This design comes from an exercise in tuning for small area and a short achievable clock period on the open sky130 flow, not from production work.
Only simulation tests tie the RTL to the original design; equivalence was not proved.
Power is estimated from default activity; no workload was simulated.

### design.v
`default_nettype none
package simframe_pkg;
   localparam int word_width      = 32;
   localparam int reg_index_width = 5;
   localparam logic [word_width-1:0] module_version = 1;
   localparam logic [reg_index_width-1:0] reg_module_rev = 0;
   localparam logic [reg_index_width-1:0] reg_fifo_ctl   = 1;
   localparam logic [reg_index_width-1:0] reg_load_f0    = 2;
   localparam logic [reg_index_width-1:0] reg_load_f1    = 3;
   localparam logic [reg_index_width-1:0] reg_start      = 4;
   localparam logic [reg_index_width-1:0] reg_cont_mode  = 5;
   localparam int bit_f0_clear = 0;
   localparam int bit_f1_clear = 1;
   localparam logic [1:0] resp_okay   = 2'd0;
   localparam logic [1:0] resp_decerr = 2'd3;
   localparam int clear_cycles = 15;
endpackage
`default_nettype wire
`timescale 1ns/100ps
`default_nettype none
module simframe_reg_write #(
   parameter int pattern_width = 32,
   parameter int fifo_depth    = 64,
   localparam int count_width  = $clog2(fifo_depth + 1)
) (
   input  logic                                       clk,
   input  logic                                       resetn,
   input  logic                                       reg_write,
   input  logic [simframe_pkg::reg_index_width-1:0]   reg_windx,
   input  logic [simframe_pkg::word_width-1:0]        reg_wdata,
   input  logic [1:0]                                 active_fifo,
   output logic [1:0]                                 reg_wresp,
   output logic                                       wr_idle,
   output logic                                       load_f0,
   output logic                                       load_f1,
   output logic [pattern_width-1:0]                   load_data,
   output logic                                       clear_f0,
   output logic                                       clear_f1,
   output logic [count_width-1:0]                     f0_count,
   output logic [count_width-1:0]                     f1_count,
   output logic [1:0]                                 on_deck,
   output logic                                       cont_mode,
   output logic                                       new_job
);
   localparam int hold_width = $clog2(simframe_pkg::clear_cycles + 1);
   localparam logic [hold_width-1:0]  hold_start = hold_width'(simframe_pkg::clear_cycles);
   localparam logic [count_width-1:0] count_max  = count_width'(fifo_depth);
   logic [hold_width-1:0] f0_hold;
   logic [hold_width-1:0] f1_hold;
   logic wr_ctl, wr_ld0, wr_ld1, wr_start, wr_mode, wr_bad;
   logic clr0_ok, clr1_ok;
   logic clear_f0_d, clear_f1_d;
   assign wr_ctl   = reg_write && (reg_windx == simframe_pkg::reg_fifo_ctl);
   assign wr_ld0   = reg_write && (reg_windx == simframe_pkg::reg_load_f0);
   assign wr_ld1   = reg_write && (reg_windx == simframe_pkg::reg_load_f1);
   assign wr_start = reg_write && (reg_windx == simframe_pkg::reg_start);
   assign wr_mode  = reg_write && (reg_windx == simframe_pkg::reg_cont_mode);
   assign wr_bad   = reg_windx > simframe_pkg::reg_cont_mode;
   assign clr0_ok = wr_ctl && reg_wdata[simframe_pkg::bit_f0_clear] && !active_fifo[0];
   assign clr1_ok = wr_ctl && reg_wdata[simframe_pkg::bit_f1_clear] && !active_fifo[1];
   assign clear_f0_d = resetn && (clr0_ok || (f0_hold > hold_width'(1)));
   assign clear_f1_d = resetn && (clr1_ok || (f1_hold > hold_width'(1)));
   always_ff @(posedge clk) begin
      if (!resetn) begin
         reg_wresp <= simframe_pkg::resp_okay;
         load_f0   <= 1'b0;
         load_f1   <= 1'b0;
         f0_hold   <= '0;
         f1_hold   <= '0;
         f0_count  <= '0;
         f1_count  <= '0;
         on_deck   <= 2'b00;
         cont_mode <= 1'b0;
         new_job   <= 1'b0;
      end else begin
         load_f0 <= 1'b0;
         load_f1 <= 1'b0;
         new_job <= 1'b0;
         if (f0_hold != '0) f0_hold <= f0_hold - 1'b1;
         if (f1_hold != '0) f1_hold <= f1_hold - 1'b1;
         if ((active_fifo != 2'b00) && !cont_mode) on_deck <= 2'b00;
         if (reg_write)
            reg_wresp <= wr_bad ? simframe_pkg::resp_decerr : simframe_pkg::resp_okay;
         if (clr0_ok) begin
            f0_count <= '0;
            f0_hold  <= hold_start;
         end
         if (clr1_ok) begin
            f1_count <= '0;
            f1_hold  <= hold_start;
         end
         if (wr_ld0 && !active_fifo[0] && (f0_count != count_max)) begin
            load_f0  <= 1'b1;
            f0_count <= f0_count + 1'b1;
         end
         if (wr_ld1 && !active_fifo[1] && (f1_count != count_max)) begin
            load_f1  <= 1'b1;
            f1_count <= f1_count + 1'b1;
         end
         if (wr_start)
            case (reg_wdata[1:0])
               2'b00: on_deck <= 2'b00;
               2'b01:
                  if (f0_count != '0) begin
                     on_deck <= 2'b01;
                     new_job <= (active_fifo == 2'b00);
                  end
               2'b10:
                  if (f1_count != '0) begin
                     on_deck <= 2'b10;
                     new_job <= (active_fifo == 2'b00);
                  end
               default: ;
            endcase
         if (wr_mode) cont_mode <= reg_wdata[0];
      end
   end
   always_ff @(posedge clk) begin
      clear_f0 <= clear_f0_d;
      clear_f1 <= clear_f1_d;
      wr_idle  <= !clear_f0_d && !clear_f1_d;
   end
   always_ff @(posedge clk) begin
      if (reg_write) load_data <= pattern_width'(reg_wdata);
   end
endmodule
`default_nettype wire
`timescale 1ns/100ps
`default_nettype none
module pattern_fifo #(
   parameter int pattern_width = 32,
   parameter int fifo_depth    = 64,
   localparam int addr_width   = $clog2(fifo_depth)
) (
   input  logic                     clk,
   input  logic                     resetn,
   input  logic                     clear,
   input  logic                     load,
   input  logic [pattern_width-1:0] load_data,
   input  logic                     pop,
   output logic [pattern_width-1:0] head_data,
   output logic [pattern_width-1:0] head_next,
   output logic                     head_valid
);
   localparam logic [addr_width-1:0] last_addr = addr_width'(fifo_depth - 1);
   logic [pattern_width-1:0] mem [fifo_depth];
   logic [addr_width-1:0]    wr_ptr;
   logic [addr_width-1:0]    rd_ptr;
   logic [addr_width-1:0]    rd_next;    
   logic                     cnt_eq0;    
   logic                     cnt_eq1;    
   logic [addr_width-1:0]    cnt_diff;
   logic                     wb_valid;
   logic [pattern_width-1:0] wb_data;
   logic [pattern_width-1:0] wb_next;
   logic rst;
   logic pop_ok;
   logic pop_wb;
   logic pop_mem;
   logic wr_en;
   logic mem_we;
   logic [pattern_width-1:0] wr_data;
   function automatic logic [addr_width-1:0] next_ptr(input logic [addr_width-1:0] ptr);
      next_ptr = (ptr == last_addr) ? {addr_width{1'b0}} : ptr + 1'b1;
   endfunction
   assign rst        = !resetn || clear;
   assign head_valid = !cnt_eq0 || wb_valid;
   assign pop_ok  = pop && head_valid;
   assign pop_wb  = pop_ok && cnt_eq0;
   assign pop_mem = pop_ok && !cnt_eq0;
   assign wr_en   = load || (wb_valid && !pop_wb);
   assign wr_data = wb_valid ? wb_data : load_data;
   assign mem_we  = load || wb_valid;
   assign cnt_diff = wr_ptr - rd_ptr;
   assign wb_next = pop_ok ? head_data : wb_data;
   always_comb begin
      if (rst)
         head_next = wb_next;
      else if (pop_mem && !cnt_eq1)
         head_next = mem[rd_next];
      else if ((pop_mem || cnt_eq0) && wr_en)
         head_next = wr_data;
      else
         head_next = head_data;
   end
   always_ff @(posedge clk) begin
      if (rst) begin
         wr_ptr   <= '0;
         rd_ptr   <= '0;
         rd_next  <= addr_width'(1);
         cnt_eq0  <= 1'b1;
         cnt_eq1  <= 1'b0;
         wb_valid <= 1'b0;
      end else begin
         wb_valid <= pop_ok;
         if (wr_en) wr_ptr <= next_ptr(wr_ptr);
         if (pop_mem) begin
            rd_ptr  <= rd_next;
            rd_next <= next_ptr(rd_next);
         end
         if (wr_en && !pop_mem) begin
            cnt_eq0 <= 1'b0;
            cnt_eq1 <= cnt_eq0;
         end else if (!wr_en && pop_mem) begin
            cnt_eq0 <= cnt_eq1;
            cnt_eq1 <= (cnt_diff == addr_width'(2));
         end
      end
   end
   always_ff @(posedge clk) begin
      if (mem_we) mem[wr_ptr] <= wr_data;
      wb_data   <= wb_next;
      head_data <= head_next;
   end
endmodule
`default_nettype wire
`timescale 1ns/100ps
`default_nettype none
module stream_sequencer #(
   parameter int fifo_depth    = 64,
   localparam int count_width  = $clog2(fifo_depth + 1)
) (
   input  logic                     clk,
   input  logic                     resetn,
   input  logic [1:0]               on_deck,
   input  logic                     cont_mode,
   input  logic [count_width-1:0]   f0_count,
   input  logic [count_width-1:0]   f1_count,
   input  logic                     f0_head_valid,
   input  logic                     f1_head_valid,
   input  logic                     stream_ready,
   output logic                     pop_f0,
   output logic                     pop_f1,
   output logic [1:0]               active_fifo,
   output logic [1:0]               active_next,
   output logic                     stream_valid
);
   logic [count_width-1:0] remaining;
   logic                   rem_eq1;
   logic xfer;
   logic pick;
   logic chain_ok;
   logic start_f0;
   logic start_f1;
   assign xfer = stream_valid && stream_ready;
   assign pick = !stream_valid || (xfer && rem_eq1);
   assign chain_ok = !stream_valid || cont_mode;
   assign start_f0 = chain_ok && (on_deck == 2'b01) && (f0_count != '0) && f0_head_valid;
   assign start_f1 = chain_ok && (on_deck == 2'b10) && (f1_count != '0) && f1_head_valid;
   assign pop_f0 = xfer && active_fifo[0];
   assign pop_f1 = xfer && active_fifo[1];
   always_comb begin
      if (!resetn)       active_next = 2'b00;
      else if (!pick)    active_next = active_fifo;
      else if (start_f0) active_next = 2'b01;
      else if (start_f1) active_next = 2'b10;
      else               active_next = 2'b00;
   end
   always_ff @(posedge clk) begin
      active_fifo  <= active_next;
      stream_valid <= active_next != 2'b00;
   end
   always_ff @(posedge clk) begin
      if (resetn && pick && start_f0) begin
         remaining <= f0_count;
         rem_eq1   <= (f0_count == count_width'(1));
      end else if (resetn && pick && start_f1) begin
         remaining <= f1_count;
         rem_eq1   <= (f1_count == count_width'(1));
      end else if (xfer) begin
         remaining <= remaining - 1'b1;
         rem_eq1   <= (remaining == count_width'(2));
      end
   end
endmodule
`default_nettype wire
`timescale 1ns/100ps
`default_nettype none
module simframe_reg_read #(
   parameter int fifo_depth   = 64,
   localparam int count_width = $clog2(fifo_depth + 1)
) (
   input  logic                                       clk,
   input  logic                                       resetn,
   input  logic                                       reg_read,
   input  logic [simframe_pkg::reg_index_width-1:0]   reg_rindx,
   input  logic                                       clear_f0,
   input  logic                                       clear_f1,
   input  logic [count_width-1:0]                     f0_count,
   input  logic [count_width-1:0]                     f1_count,
   input  logic [1:0]                                 active_fifo,
   input  logic                                       cont_mode,
   output logic                                       reg_rvalid,
   output logic [simframe_pkg::word_width-1:0]        reg_rdata,
   output logic [1:0]                                 reg_rresp
);
   logic [count_width-1:0] rd_value;
   logic                   rd_bad;
   logic [count_width-1:0] rdata_q;
   logic                   bad_q;
   always_comb begin
      rd_value = '0;
      rd_bad   = 1'b0;
      case (reg_rindx)
         simframe_pkg::reg_module_rev: rd_value = count_width'(simframe_pkg::module_version);
         simframe_pkg::reg_fifo_ctl:   rd_value[1:0] = {clear_f1, clear_f0};
         simframe_pkg::reg_load_f0:    rd_value = f0_count;
         simframe_pkg::reg_load_f1:    rd_value = f1_count;
         simframe_pkg::reg_start:      rd_value[1:0] = active_fifo;
         simframe_pkg::reg_cont_mode:  rd_value[0] = cont_mode;
         default:                      rd_bad = 1'b1;
      endcase
   end
   always_ff @(posedge clk) begin
      if (!resetn) reg_rvalid <= 1'b0;
      else         reg_rvalid <= reg_read;
   end
   always_ff @(posedge clk) begin
      rdata_q <= rd_value;
      bad_q   <= rd_bad;
   end
   assign reg_rdata = {{(simframe_pkg::word_width - count_width){1'b0}}, rdata_q};
   assign reg_rresp = bad_q ? simframe_pkg::resp_decerr : simframe_pkg::resp_okay;
endmodule
`default_nettype wire
`timescale 1ns/100ps
`default_nettype none
module simframe_top #(
   parameter int pattern_width = 32,
   parameter int fifo_depth    = 64,
   localparam int count_width  = $clog2(fifo_depth + 1)
) (
   input  logic                                       clk,
   input  logic                                       resetn,
   input  logic                                       reg_write,
   input  logic                                       reg_read,
   input  logic [simframe_pkg::reg_index_width-1:0]   reg_windx,
   input  logic [simframe_pkg::reg_index_width-1:0]   reg_rindx,
   input  logic [simframe_pkg::word_width-1:0]        reg_wdata,
   output logic [1:0]                                 reg_wresp,
   output logic                                       wr_idle,
   output logic                                       reg_rvalid,
   output logic [simframe_pkg::word_width-1:0]        reg_rdata,
   output logic [1:0]                                 reg_rresp,
   output logic [pattern_width-1:0]                   stream_data,
   output logic                                       stream_valid,
   input  logic                                       stream_ready,
   output logic                                       new_job
);
   logic                     load_f0;
   logic                     load_f1;
   logic [pattern_width-1:0] load_data;
   logic                     clear_f0;
   logic                     clear_f1;
   logic [1:0]               on_deck;
   logic                     cont_mode;
   logic [count_width-1:0]   f0_count;
   logic [count_width-1:0]   f1_count;
   logic [pattern_width-1:0] f0_head;
   logic [pattern_width-1:0] f1_head;
   logic [pattern_width-1:0] f0_head_next;
   logic [pattern_width-1:0] f1_head_next;
   logic                     f0_head_valid;
   logic                     f1_head_valid;
   logic                     pop_f0;
   logic                     pop_f1;
   logic [1:0]               active_fifo;
   logic [1:0]               active_next;
   simframe_reg_write #(
      .pattern_width (pattern_width),
      .fifo_depth    (fifo_depth)
   ) u_reg_write (
      .clk         (clk),
      .resetn      (resetn),
      .reg_write   (reg_write),
      .reg_windx   (reg_windx),
      .reg_wdata   (reg_wdata),
      .active_fifo (active_fifo),
      .reg_wresp   (reg_wresp),
      .wr_idle     (wr_idle),
      .load_f0     (load_f0),
      .load_f1     (load_f1),
      .load_data   (load_data),
      .clear_f0    (clear_f0),
      .clear_f1    (clear_f1),
      .f0_count    (f0_count),
      .f1_count    (f1_count),
      .on_deck     (on_deck),
      .cont_mode   (cont_mode),
      .new_job     (new_job)
   );
   pattern_fifo #(
      .pattern_width (pattern_width),
      .fifo_depth    (fifo_depth)
   ) u_fifo0 (
      .clk        (clk),
      .resetn     (resetn),
      .clear      (clear_f0),
      .load       (load_f0),
      .load_data  (load_data),
      .pop        (pop_f0),
      .head_data  (f0_head),
      .head_next  (f0_head_next),
      .head_valid (f0_head_valid)
   );
   pattern_fifo #(
      .pattern_width (pattern_width),
      .fifo_depth    (fifo_depth)
   ) u_fifo1 (
      .clk        (clk),
      .resetn     (resetn),
      .clear      (clear_f1),
      .load       (load_f1),
      .load_data  (load_data),
      .pop        (pop_f1),
      .head_data  (f1_head),
      .head_next  (f1_head_next),
      .head_valid (f1_head_valid)
   );
   stream_sequencer #(
      .fifo_depth    (fifo_depth)
   ) u_sequencer (
      .clk           (clk),
      .resetn        (resetn),
      .on_deck       (on_deck),
      .cont_mode     (cont_mode),
      .f0_count      (f0_count),
      .f1_count      (f1_count),
      .f0_head_valid (f0_head_valid),
      .f1_head_valid (f1_head_valid),
      .stream_ready  (stream_ready),
      .pop_f0        (pop_f0),
      .pop_f1        (pop_f1),
      .active_fifo   (active_fifo),
      .active_next   (active_next),
      .stream_valid  (stream_valid)
   );
   always_ff @(posedge clk) begin
      stream_data <= active_next[1] ? f1_head_next : f0_head_next;
   end
   simframe_reg_read #(
      .fifo_depth (fifo_depth)
   ) u_reg_read (
      .clk         (clk),
      .resetn      (resetn),
      .reg_read    (reg_read),
      .reg_rindx   (reg_rindx),
      .clear_f0    (clear_f0),
      .clear_f1    (clear_f1),
      .f0_count    (f0_count),
      .f1_count    (f1_count),
      .active_fifo (active_fifo),
      .cont_mode   (cont_mode),
      .reg_rvalid  (reg_rvalid),
      .reg_rdata   (reg_rdata),
      .reg_rresp   (reg_rresp)
   );
endmodule
`default_nettype wire
### run.sh
#!/bin/bash
# synth_recipe.tcl (not shown) runs the flow's synth.tcl, then flattens the netlist and writes it again
# the make line also repeats each setting of config.mk as NAME=value (left out here)
make -C /OpenROAD-flow-scripts/flow DESIGN_CONFIG=/design/flow/config.mk WORK_HOME=/design/flow/orfs CLKGATE_MAP_FILE= SYNTH_SCRIPT=/design/flow/synth_recipe.tcl finish
### config.mk
export PLATFORM = sky130hd
export DESIGN_NAME = simframe_top
export DESIGN_NICKNAME = simframe_top
export VERILOG_FILES = /design/flow/design.v
export SDC_FILE = /design/flow/constraint.sdc
export NUM_CORES = 4
export LEC_CHECK = 0
export ABC_CLOCK_PERIOD_IN_PS = 3000
export CAP_MARGIN = 20
export CORE_MARGIN = 2
export CORE_UTILIZATION = 60
export SETUP_SLACK_MARGIN = 3.5
export SLEW_MARGIN = 20
### constraint.sdc
create_clock -name core_clock -period 7.0 [get_ports {clk}]
set_input_delay 1.4000 -clock core_clock [delete_from_list [all_inputs] [get_ports {clk}]]
set_output_delay 1.4000 -clock core_clock [all_outputs]
set_load 0.01 [all_outputs]
==> flow_summary.json, run 1 <==
{
  "syn2layout_area_growth_pct": 13.1,
  "gp_congestion": 0.932,
  "die_w_um": 537,
  "ys_top_cells_by_area": "edfxtp_1, mux4_2, dfxtp_1, mux2i_1, mux2_2",
  "cp.arrival_ns": 4.66,
  "clk_latency_ns": 0.98,
  "cts_buffers": 436,
  "leakage_nw": 62.6,
  "fin_util_pct": 68.3,
  "nets": 9050,
  "grt_max_degree": 88,
  "cpMaxStageDelayCell": "nor4_1",
  "cap_violations": 0,
  "cts-root-buf": "clkbuf_16",
  "vias_per_cell": 6.81,
  "use_met3_pct": 6.55,
  "end_kind": "flop",
  "power_density_mw_per_mm2": 276,
  "layout_commonest_cell": "edfxtp_1",
  "ant_nets": 0,
  "cts_max_level": 5,
  "start_kind": "flop",
  "fin_crit_sh_pct": 53.8,
  "synth_edf_count": 4136,
  "core_sq_mm": 0.283,
  "drt_iter0_markers": 11745,
  "routed_wirelength_um": 492000,
  "clockBufferDepth": 4,
  "fillers": 18077,
  "io_buffers": 93,
  "layout_common_cells": "edfxtp_1, mux4_2, clkbuf_16",
  "synth_fa_ha_area_share_pct": 0.227,
  "finalHoldViolCount": 0,
  "synth_compound_area_share_pct": 3.26,
  "die_y_um": 537,
  "timing.final.crit_period_ns": 3.77,
  "syn_inst": 8501,
  "grt_usage_pct": 34.2,
  "hold_path.class": "flop to flop",
  "irDropWorstVdd_v": 0.000303,
  "cts_sinks": 4394,
  "antenna_found_initial": 12,
  "vias": 89143,
  "relSlewSlack_pct": 20.7,
  "synth_top_family_by_area": "multiplexers",
  "grt_pass1_wl_um": 682000,
  "ys_seq_area_share_pct": 75.8,
  "worstPathRequired_ns": 7.90,
  "timing.fmax_mhz": 265,
  "cts_hold_buf": 0,
  "synth-simple-area-share_pct": 3.10,
  "slew_violations": 0,
  "die_area_sq_mm": 0.289,
  "tns_ns": 0,
  "ys_warn_count": 5,
  "grt_pass1_vias": 87411,
  "cp_top_family": "simple AND/OR/NAND/NOR gates",
  "crit_chain": "buf_4, nor2b_2, nand2_1, nor4_1, nor4_2, a221oi_1, mux2_2",
  "tritoncts": "yes",
  "yosys.cell_types.count": 83,
  "synth-async-reset-ratio_pct": 0,
  "grt-ovfl-total": 0,
  "worstMarginPinSlew_ns": 1.18,
  "synth-seq-cells": 4394,
  "grt_busiest_layer": "met2",
  "syn_area_sq_mm": 0.171,
  "synth_flop_cell": "edfxtp_1",
  "path_buf_inv": 1,
  "status": "finished clean",
  "place_hpwl_um": 287000,
  "critPathMaxStageDelay_ns": 0.87,
  "num_rows": 195,
  "firstDrtPassIters": 8,
  "io-pin-count": 119,
  "use_met2_pct": 54.7,
  "grt_use_met1_pct": 45.2,
  "worst-path-max-fanout": 21,
  "netlist.area_leader.share_pct": 72.8,
  "drc_errors": 0,
  "setup_violations": 0,
  "synth_top_area_cell": "edfxtp_1",
  "drive_gt1_share_pct": 25.9,
  "avgSynthCellArea_sq_um": 20.1,
  "clk_pin_slew_ns": 0.06,
  "routedWlPerCell_um": 37.6,
  "synth_xor_area_share_pct": 0.159,
  "fin_skew_ns": 0.0354,
  "rsz0062_at_grt": "yes",
  "synth_mux_area_share_pct": 15.4,
  "start_util_pct": 60.4,
  "crit_type": "flop to flop"
}
[final timing paths]
kind	start	to	slack (ns)	depth (start not counted)
setup / recovery	flop	stream_data[17]	3.23	7
setup reg to reg	flop	stream_data[17]	3.23	7
hold reg to reg	u_fifo1.rd_ptr[2]	u_fifo1.rd_ptr[2]	0.46	2
hold / removal	u_fifo1.rd_ptr[2]	u_fifo1.rd_ptr[2]	0.46	2
[timing repair]
action	CTS	global route
cloned	9	8
gates resized for setup	140	53
pin swaps	20	9
endpoints found under the setup margin	504	354
buffers inserted	45	13
[through the flow]
stage          power (mW)  hold slack (ns)  area [sq um]  cells  setup WS, ns
5_1_grt              54.6            0.484        193000  13077          3.26
2_1_floorplan        30.2            0.436        171000   8525          3.61
3_5_place_dp         30.9            0.454        177000  12202          1.92
4_1_cts              53.5            0.462        192000  13054          3.18
6_report             53.3            0.460        193000  13084          3.23
3_3_place_gp         30.8            0.450        177000  12200          1.72
[cell families after synthesis]
family / count (synthesis)
AO/OA/AOI/OAI: 812
buffers and inverters: 580
multiplexers: 1510
flip-flops: 4394
XOR/XNOR: 31
other: 1
adder cells (fa/ha/maj): 31
AND/OR/NAND/NOR: 1142
[synth_stat cells, types with 50 or more instances]
master / n
a211oi_1: 50
a21oi_1: 152
a22oi_1: 116
buf_2: 134
buf_4: 120
buf_6: 63
clkbuf_1: 149
dfxtp_1: 258
edfxtp_1: 4136
inv_1: 69
mux2_2: 202
mux2i_1: 436
mux4_2: 859
nand2_1: 390
nand3_1: 122
nor2_1: 306
nor2b_1: 68
nor3_1: 62
o21ai_0: 91
o22ai_1: 122
[where the power goes]
part           leakage, nW  internal [mW]  switching (mW)
combinational         16.5          0.248           0.989
clock                 6.85           13.1            9.76
sequential            39.3           29.0           0.124
[worst min-delay path: cells and delay by family (launching register included)]
kind               cells  cell delay [ns]
AOI/OAI and AO/OA      1             0.05
DFF                    1             0.31
and+or+nand+nor        1             0.05
[layout make-up]
class	instances	area [sq um]	area share [%]
Clock inverter	242	2140	1.11
Multi-Input combinational cell	3558	39800	20.6
Tap cell	3743	4680	2.43
Clock buffer	556	11700	6.09
Antenna cell	9	22.5	0.0117
Timing Repair Buffer	506	4860	2.52
Sequential cell	4394	129000	67.1
Inverter	76	294	0.152
[state kept, by name (all words and copies together), names as in the netlist, 7 cells and up, named ones only]
signal,flops
u_fifo1.head_data,32
u_reg_read.rdata_q,7
u_fifo1.mem,2048
u_reg_write.f0_count,7
u_fifo0.head_data,32
stream_data,32
u_reg_write.load_data,32
u_reg_write.f1_count,7
u_fifo0.wb_data,32
u_sequencer.remaining,7
u_fifo0.mem,2048
u_fifo1.wb_data,32
[layer usage]
| layer | share of wire, % | vias to the layer above |
|---|---|---|
| met3 | 9.0 | 1031 |
| met1 | 37 | 47394 |
| met4 | 6.2 | 8 |
| met2 | 48 | 4773 |
| li1 | - | 35937 |
| met5 | 0.010 | - |
==> inputs of run 2 (changes only) <==
--- a/design.v
+++ b/design.v
@@ -144,10 +144,29 @@
 );
-   localparam logic [addr_width-1:0] last_addr = addr_width'(fifo_depth - 1);
-   logic [pattern_width-1:0] mem [fifo_depth];
-   logic [addr_width-1:0]    wr_ptr;
-   logic [addr_width-1:0]    rd_ptr;
-   logic [addr_width-1:0]    rd_next;    
+   localparam int ring_depth = fifo_depth - 2;
+   localparam logic [addr_width-1:0] last_addr = addr_width'(ring_depth - 1);
+   logic [pattern_width-1:0] mem [ring_depth];
+   localparam int lo_n = 8;
+   localparam int hi_n = (ring_depth + lo_n - 1) / lo_n;
+   localparam int last_lo = (ring_depth - 1) % lo_n;
+   localparam int last_hi = (ring_depth - 1) / lo_n;
+   localparam int ra_init = 2 % ring_depth;
+   logic [lo_n-1:0] wr_lo, ra_lo;
+   logic [hi_n-1:0] wr_hi, ra_hi;
+   function automatic logic [lo_n-1:0] next_lo(input logic [lo_n-1:0] lo, input logic [hi_n-1:0] hi);
+      if (hi[last_hi] && lo[last_lo]) next_lo = lo_n'(1);
+      else                            next_lo = {lo[lo_n-2:0], lo[lo_n-1]};
+   endfunction
+   function automatic logic [hi_n-1:0] next_hi(input logic [lo_n-1:0] lo, input logic [hi_n-1:0] hi);
+      if (hi[last_hi] && lo[last_lo]) next_hi = hi_n'(1);
+      else if (lo[lo_n-1])            next_hi = (hi_n > 1) ? ((hi << 1) | (hi >> (hi_n - 1))) : hi;
+      else                            next_hi = hi;
+   endfunction
+   logic [addr_width-1:0]    wr_ptr;     
+   logic [addr_width-1:0]    rd_ahead;   
    logic                     cnt_eq0;    
    logic                     cnt_eq1;    
-   logic [addr_width-1:0]    cnt_diff;
+   logic                     cnt_eq2;    
+   logic [pattern_width-1:0] next_data;
+   logic [pattern_width-1:0] next_nxt;
+   logic [pattern_width-1:0] rd_word;
    logic                     wb_valid;
@@ -173,5 +192,15 @@
    assign mem_we  = load || wb_valid;
-   assign cnt_diff = wr_ptr - rd_ptr;
    assign wb_next = pop_ok ? head_data : wb_data;
    always_comb begin
+      logic [pattern_width-1:0] grp;
+      rd_word = '0;
+      for (int j = 0; j < hi_n; j++) begin
+         grp = '0;
+         for (int k = 0; k < lo_n; k++)
+            if (j * lo_n + k < ring_depth)
+               grp = grp | (mem[j * lo_n + k] & {pattern_width{ra_lo[k]}});
+         rd_word = rd_word | (grp & {pattern_width{ra_hi[j]}});
+      end
+   end
+   always_comb begin
       if (rst)
@@ -179,3 +208,3 @@
       else if (pop_mem && !cnt_eq1)
-         head_next = mem[rd_next];
+         head_next = next_data;
       else if ((pop_mem || cnt_eq0) && wr_en)
@@ -185,2 +214,8 @@
    end
+   always_comb begin
+      if (pop_mem)
+         next_nxt = cnt_eq2 ? wr_data : rd_word;
+      else
+         next_nxt = cnt_eq1 ? wr_data : next_data;
+   end
    always_ff @(posedge clk) begin
@@ -188,6 +223,10 @@
          wr_ptr   <= '0;
-         rd_ptr   <= '0;
-         rd_next  <= addr_width'(1);
+         rd_ahead <= addr_width'(ra_init);
+         wr_lo    <= lo_n'(1);
+         wr_hi    <= hi_n'(1);
+         ra_lo    <= lo_n'(1) << (ra_init % lo_n);
+         ra_hi    <= hi_n'(1) << (ra_init / lo_n);
          cnt_eq0  <= 1'b1;
          cnt_eq1  <= 1'b0;
+         cnt_eq2  <= 1'b0;
          wb_valid <= 1'b0;
@@ -195,6 +234,11 @@
          wb_valid <= pop_ok;
-         if (wr_en) wr_ptr <= next_ptr(wr_ptr);
+         if (wr_en) begin
+            wr_ptr <= next_ptr(wr_ptr);
+            wr_lo  <= next_lo(wr_lo, wr_hi);
+            wr_hi  <= next_hi(wr_lo, wr_hi);
+         end
          if (pop_mem) begin
-            rd_ptr  <= rd_next;
-            rd_next <= next_ptr(rd_next);
+            rd_ahead <= next_ptr(rd_ahead);
+            ra_lo    <= next_lo(ra_lo, ra_hi);
+            ra_hi    <= next_hi(ra_lo, ra_hi);
          end
@@ -203,5 +247,7 @@
             cnt_eq1 <= cnt_eq0;
+            cnt_eq2 <= cnt_eq1;
          end else if (!wr_en && pop_mem) begin
             cnt_eq0 <= cnt_eq1;
-            cnt_eq1 <= (cnt_diff == addr_width'(2));
+            cnt_eq1 <= cnt_eq2;
+            cnt_eq2 <= (wr_ptr == next_ptr(rd_ahead));
          end
@@ -210,5 +256,7 @@
    always_ff @(posedge clk) begin
-      if (mem_we) mem[wr_ptr] <= wr_data;
-      wb_data   <= wb_next;
-      head_data <= head_next;
+      for (int i = 0; i < ring_depth; i++)
+         if (mem_we && wr_hi[i / lo_n] && wr_lo[i % lo_n]) mem[i] <= wr_data;
+      wb_data     <= wb_next;
+      head_data   <= head_next;
+      next_data   <= next_nxt;
    end
--- a/config.mk
+++ b/config.mk
@@ -7,7 +7,9 @@
 export LEC_CHECK = 0
-export ABC_CLOCK_PERIOD_IN_PS = 3000
 export CAP_MARGIN = 20
 export CORE_MARGIN = 2
-export CORE_UTILIZATION = 60
-export SETUP_SLACK_MARGIN = 3.5
+export CORE_UTILIZATION = 45
+export CTS_BUF_LIST = sky130_fd_sc_hd__clkbuf_16
+export CTS_CLUSTER_DIAMETER = 80
+export CTS_CLUSTER_SIZE = 22
+export SETUP_SLACK_MARGIN = 4.0
 export SLEW_MARGIN = 20
==> run 2 against run 1 <==
  * Sequential share of layout area increased by 4.5 points
  * Power decreased by 15%
  * Die area increased by 26%
  * Global-route usage decreased by 6.8 points
  * Design area decreased by 7.0%
  * Sequential power about the same
==> flow_summary.json, run 2 <==
{
  "syn_inst": 9222,
  "grt_pass1_vias": 87629,
  "tns_ns": 0,
  "drt_iter0_markers": 16454,
  "timing.final.crit_period_ns": 3.25,
  "routed_wirelength_um": 531000,
  "yosys.cell_count.top_type": "edfxtp_1",
  "worstPathRequired_ns": 7.72,
  "layout_common_cells": "edfxtp_1, a22oi_1, nand4_1",
  "synth_edf_count": 4072,
  "die_area_sq_mm": 0.364,
  "layout_commonest_cell": "edfxtp_1",
  "worst-path-max-fanout": 10,
  "tritoncts": "yes",
  "synth-async-reset-ratio_pct": 0,
  "synth-seq-cells": 4372,
  "leakage_nw": 54.2,
  "vias_per_cell": 6.78,
  "clockBufferDepth": 4,
  "clk_pin_slew_ns": 0.09,
  "hold-worst-slack_ns": 0.495,
  "num_rows": 220,
  "crit_type": "flop to flop",
  "largestRegisters": "u_fifo0.mem (1984), u_fifo1.mem (1984)",
  "io-pin-count": 119,
  "fin_util_pct": 50.1,
  "clk_latency_ns": 0.96,
  "fin_crit_sh_pct": 46.5,
  "slew_violations": 0,
  "start_util_pct": 45.1,
  "io_buffers": 93,
  "nets": 9401,
  "syn_area_sq_mm": 0.162,
  "post_dp_cell_area_sq_mm": 0.168,
  "gp_congestion": 0.885,
  "rsz0062_at_grt": "yes",
  "drc_errors": 0,
  "worstMarginPinSlew_ns": 1.26,
  "antenna_found_initial": 50,
  "avgSynthCellArea_sq_um": 17.5,
  "vias": 96155,
  "multi_input_area_sq_mm": 0.0319,
  "synth_top_area_cell": "edfxtp_1",
  "fillers": 28849,
  "end_kind": "flop",
  "cts_max_level": 4,
  "start_kind": "flop",
  "core_sq_mm": 0.358,
  "cap_violations": 0,
  "grt_pass1_wl_um": 706000,
  "syn2layout_area_growth_pct": 11.1,
  "setup_violations": 0,
  "drive_gt1_share_pct": 14.6,
  "finalPower_mw": 45.2,
  "place_hpwl_um": 270000,
  "ys_top_cells_by_area": "edfxtp_1, a22oi_1, dfxtp_1, nand4_1, clkbuf_1",
  "irDropWorstVdd_v": 0.000230,
  "die_y_um": 603,
  "yosys-top-cells-count": "edfxtp_1, a22oi_1, clkbuf_1",
  "grt_max_degree": 100,
  "cts_buffers": 225,
  "cts-root-buf": "clkbuf_16",
  "timing.fmax_mhz": 307,
  "ys_warn_count": 6,
  "cts_sinks": 4372,
  "fin_skew_ns": 0.0652,
  "cp.arrival_ns": 3.97,
  "yosys.cell_types.count": 80,
  "synth_flop_cell": "edfxtp_1",
  "cts_hold_buf": 0,
  "status": "finished clean",
  "relSlewSlack_pct": 15.7,
  "firstDrtPassIters": 6,
  "routedWlPerCell_um": 37.4,
  "die_w_um": 603,
  "ys_seq_area_share_pct": 79.4,
  "grt_usage_pct": 27.4,
  "finalHoldViolCount": 0,
  "power_density_mw_per_mm2": 252,
  "grt-ovfl-total": 0,
  "netlist.area_leader.share_pct": 75.7,
  "hold_path.class": "flop to flop",
  "seq_area_sq_mm": 0.128,
  "stdcell_area_sq_mm": 0.179,
  "ant_nets": 0
}
run 2: power breakdown:
group	internal [mW]	switching (mW)	leakage [nW]
registers	29.0	0.231	39.1
logic	0.519	1.34	11.9
clock network	6.01	8.09	3.23
run 2: critical path, cell delays in order (launching register included):
cell,delay (ns)
dfxtp_4,0.40
buf_6,0.18
buf_4,0.17
clkbuf_16,0.19
a22oi_1,0.16
nand4_1,0.25
a22oi_1,0.68
nand4_1,0.53
mux2_1,0.45
run 2: layout make-up:
cell class	instances	share of cell area, %
sequential	4372	71.5
antenna	14	0.0195
clock buffer	229	3.19
multi-input combinational	4145	17.8
clock inverter	71	0.266
timing repair buffer	547	3.77
tap	4773	3.33
timing repair inverter	2	0.00558
inverter	34	0.0781
run 2: final timing paths:
path | from | end | slack (ns) | cells after the start
worst max-delay path | u_fifo0.ra_lo[6] | u_fifo0.next_data[13] | 3.75 | 8
worst max register to register | u_fifo0.ra_lo[6] | u_fifo0.next_data[13] | 3.75 | 8
worst min-delay path | u_fifo0.head_data[31] | u_fifo0.wb_data[31] | 0.49 | 2
worst min register to register | u_fifo0.head_data[31] | u_fifo0.wb_data[31] | 0.49 | 2
run 2: metal layers:
metal / global-route usage, % / wire [um]
met2: 39.8 / 229000
met3: 8.31 / 77400
met4: 7.86 / 18000
met1: 39.9 / 206000
met5: 0 / 439
run 2: through the flow:
step,instances,setup WS [ns]
CTS,14053,3.75
detailed placement,13658,2.00
global placement,13654,1.70
global route,14175,3.81
finish,14187,3.75
floorplan,9246,3.58
run 2: kinds of logic (layout without fill, tap and decap cells):
kind of cell	Yosys count	after routing	share of synthesized area, %
AO/OA/AOI/OAI	2644	2644	12.2
multiplexers	309	309	2.16
XOR/XNOR	25	25	0.135
AND/OR/NAND/NOR	1110	1115	4.02
adder cells (fa/ha/maj)	27	27	0.209
other	1	39	0.00232
flip-flops	4372	4372	79.4
buffers and inverters	734	883	1.89
run 2: timing repair:
action	4_1_cts	5_1_grt
pin swaps	52	121
resized for setup	409	204
buffers inserted	72	78
cloned	23	38
hold endpoints to repair	0	0
setup endpoints to repair	2290	229
==> inputs of run 3 (changes only) <==
--- a/config.mk
+++ b/config.mk
@@ -13,3 +13,3 @@
 export CTS_CLUSTER_SIZE = 22
-export SETUP_SLACK_MARGIN = 4.0
+export SETUP_SLACK_MARGIN = 4.4
 export SLEW_MARGIN = 20
==> run 3 against run 2 <==
  * Global-route usage increased by 0.78 points
  * Cell count up 1.2%
  * Utilization increased by 1.5 points
  * Flip-flop and latch count did not move
  * Hold slack gained 0.011 ns
  * First-iteration DRC count grew 13%
  * Setup slack gained 0.14 ns
  * Die area is the same
  * Critical endpoint is now u_fifo0.next_data[21]
  * Design area grew 2.9%
  * Sequential power barely moved
==> flow_summary.json, run 3 <==
{
  "ys_seq_area_share_pct": 79.4,
  "fin_util_pct": 51.5,
  "routed_wirelength_um": 555000,
  "core_sq_mm": 0.358,
  "crit_chain": "buf_12, buf_16, a22oi_2, nand4_1, a22oi_2, nand4_1, mux2_4",
  "ys_warn_count": 6,
  "routedWlPerCell_um": 38.6,
  "cp.arrival_ns": 3.78,
  "crit_type": "flop to flop",
  "fin_skew_ns": 0.0682,
  "firstDrtPassIters": 6,
  "status": "finished clean",
  "yosys-top-cells-count": "edfxtp_1, a22oi_1, clkbuf_1",
  "layout_common_cells": "edfxtp_1, a22oi_1, nand4_1",
  "hold_path.class": "flop to flop",
  "drt_iter0_markers": 18537,
  "rsz0062_at_grt": "yes",
  "synth-async-reset-ratio_pct": 0,
  "start_util_pct": 45.1,
  "fin_crit_sh_pct": 44.4,
  "min_from": "u_fifo1.head_data[31]",
  "power_density_mw_per_mm2": 244,
  "drc_errors": 0,
  "leakage_nw": 56.2,
  "gp_congestion": 0.861,
  "avgSynthCellArea_sq_um": 17.5,
  "worstPathRequired_ns": 7.67,
  "nets": 9579,
  "die_y_um": 603,
  "syn_inst": 9222,
  "relSlewSlack_pct": 13.4,
  "timing.fmax_mhz": 322,
  "reg2regPathDepth": 7,
  "yosys.cell_count.top_type": "edfxtp_1",
  "die_w_um": 603,
  "syn2layout_area_growth_pct": 14.3,
  "p_int_mw": 35.6,
  "synth_top_area_cell": "edfxtp_1",
  "r2r-end": "u_fifo0.next_data[21]",
  "end_kind": "flop",
  "synth-seq-cells": 4372,
  "slew_violations": 0,
  "place_hpwl_um": 265000,
  "finalHoldViolCount": 0,
  "layout_commonest_cell": "edfxtp_1",
  "irDropWorstVdd_v": 0.000204,
  "synth_flop_cell": "edfxtp_1",
  "swShare_pct": 21.2,
  "vias": 98204,
  "antenna_found_initial": 51,
  "cap_violations": 0,
  "start_kind": "flop",
  "die_area_sq_mm": 0.364,
  "switchingPower_mw": 9.55,
  "vias_per_cell": 6.84,
  "ys_top_cells_by_area": "edfxtp_1, a22oi_1, dfxtp_1, nand4_1, clkbuf_1",
  "clockPowerShare_pct": 31.1,
  "tritoncts": "yes",
  "clockBufferDepth": 4,
  "setup_violations": 0,
  "grt-ovfl-total": 0,
  "grt_usage_pct": 28.2,
  "largestRegisters": "u_fifo0.mem (1984), u_fifo1.mem (1984)",
  "drive_gt1_share_pct": 19.3,
  "grt_max_degree": 95,
  "clk_latency_ns": 0.97,
  "tns_ns": 0,
  "ant_nets": 0,
  "io_buffers": 93,
  "fin_cells": 14362,
  "worst-path-max-fanout": 8,
  "pwr-share-seq_pct": 64.7,
  "syn_area_sq_mm": 0.162,
  "timing.final.crit_period_ns": 3.11,
  "yosys.cell_types.count": 80,
  "synth_edf_count": 4072,
  "worstMarginPinSlew_ns": 1.30,
  "power_frac_comb_pct": 4.2,
  "whs_path_depth": 2,
  "num_rows": 220,
  "min_to": "u_fifo1.wb_data[31]",
  "rr_startpoint": "u_fifo0.ra_lo[4]",
  "cts-root-buf": "clkbuf_16",
  "cpMaxStageDelayCell": "a22oi_2",
  "netlist.area_leader.share_pct": 75.7,
  "clk_pin_slew_ns": 0.09,
  "cts_hold_buf": 0,
  "cts_buffers": 227,
  "r2r_setup_slack_ns": 3.89,
  "dp.cells": 13663,
  "io-pin-count": 119,
  "grt_pass1_wl_um": 720000,
  "cts_max_level": 4,
  "critPathMaxStageDelay_ns": 0.63,
  "grt_pass1_vias": 88420,
  "cts_sinks": 4372
}
## run 3: cell count changes in the layout (fill, tap and decap cells not counted), sizes merged, moves of 2 or more
cell and change:
or2 +2, clkinv +5, diode +4, bufbuf +3
inv -11, clkbuf +28, clkdlybuf4s15 -15, clkinvlp -2
nand2b -2, buf +177, dlygate4sd2 -11
## run 3: worst max path at each step
stage                     startpoint                     to  cells past startpoint
floorplan               stream_ready        u_fifo0.cnt_eq2                     11
global placement        stream_ready         stream_data[6]                      7
detailed placement      stream_ready        stream_data[12]                      7
CTS                 u_fifo0.ra_lo[5]  u_fifo0.next_data[14]                      7
global route        u_fifo0.ra_lo[1]   u_fifo0.next_data[4]                      7
finish              u_fifo0.ra_lo[4]  u_fifo0.next_data[21]                      7
## run 3: area by class of cell
class	instances	area, sq um
diodes	18	45.0
clock buffers	233	5830
clock inverters	62	347
fillers	28245	174000
inverters	34	139
multi-input cells	4145	33400
flip-flops and latches	4372	128000
well taps	4773	5970
repair buffers	723	10500
repair inverters	2	10.0
## run 3: power groups by stage
stage	clock network (mW)	logic (mW)	registers (mW)
2_1_floorplan	0	0.964	29.6
3_3_place_gp	0	1.73	29.7
3_5_place_dp	0	1.83	29.7
4_1_cts	14.0	1.86	29.2
5_1_grt	14.9	1.99	29.2
6_report	14.0	1.91	29.2
## run 3: repair_timing
action / CTS / global route
pin swaps: 212 / 335
endpoints found under the setup margin: 4429 / 188
endpoints found under the hold margin: 0 / 0
resized for setup: 835 / 372
setup buffers: 126 / 124
gates cloned: 67 / 69
## run 3: routing by layer
| metal | GRT usage [%] | vias to the layer above | part of all wire (%) |
|---|---|---|---|
| met3 | 7.45 | 923 | 15 |
| met4 | 9.54 | 12 | 3.8 |
| met2 | 40.9 | 7591 | 43 |
| met1 | 41.3 | 50764 | 38 |
| met5 | 0 | - | 0.016 |
| li1 | - | 38914 | - |
## run 3: metrics by stage
stage	worst slack (ns)	hold WS [ns]	total power, mW	cell area (sq um)
floorplan	3.58	0.445	30.6	162000
global placement	1.74	0.466	31.5	168000
detailed placement	1.77	0.470	31.5	168000
CTS	4.10	0.488	45.1	180000
global route	3.97	0.515	46.1	185000
finish	3.89	0.506	45.1	185000
## run 3: critical path: cells and delay by family (launching register included)
kind	cells	cell delay [ns]
flops	1	0.37
mux	1	0.45
buf+inv	2	0.35
compound gates	2	0.74
simple gates	2	0.90
## run 3: cell families after synthesis
logic type | Yosys count | share of synthesized area (%)
compound gates | 2644 | 12.2
xor+xnor | 25 | 0.135
mux | 309 | 2.16
buf+inv | 734 | 1.89
simple gates | 1110 | 4.02
flops | 4372 | 79.4
other cells | 1 | 0.00232
fa+ha+maj | 27 | 0.209

what the ideal ports hide:
How much do the figures lean on ideal ports? The routed layouts below were timed once more, with nothing changed but the port constraints. Step 1 assumes that a clkbuf_16 drives the clock port and a buf_2 every other input. Step 2 also shifts input and output timing later by t, the mid clock arrival at the registers, as if the neighbouring blocks saw the same clock. Three values: ideal ports, drivers, drivers and shift; two values: the first two.
run	t, ns	slack for setup (ns)	worst hold slack (ns)	worst register clock-pin slew, ns	cell pins on the clock port's net
run 1	1.063	3.232 / 3.232 / 2.329	0.460 / 0.460 / 0.460	0.07 / 0.07	1
run 2	1.044	3.747 / 3.747 / 2.871	0.495 / 0.495 / 0.495	0.10 / 0.10	1
run 3	1.037	3.890 / 3.890 / 3.387	0.506 / 0.506 / 0.506	0.10 / 0.10	1
After both steps setup and hold are still met in every run listed. For run 1, which loses most, drivers alone change the setup slack by 0.000 ns; drivers and shift together by -0.903 ns.
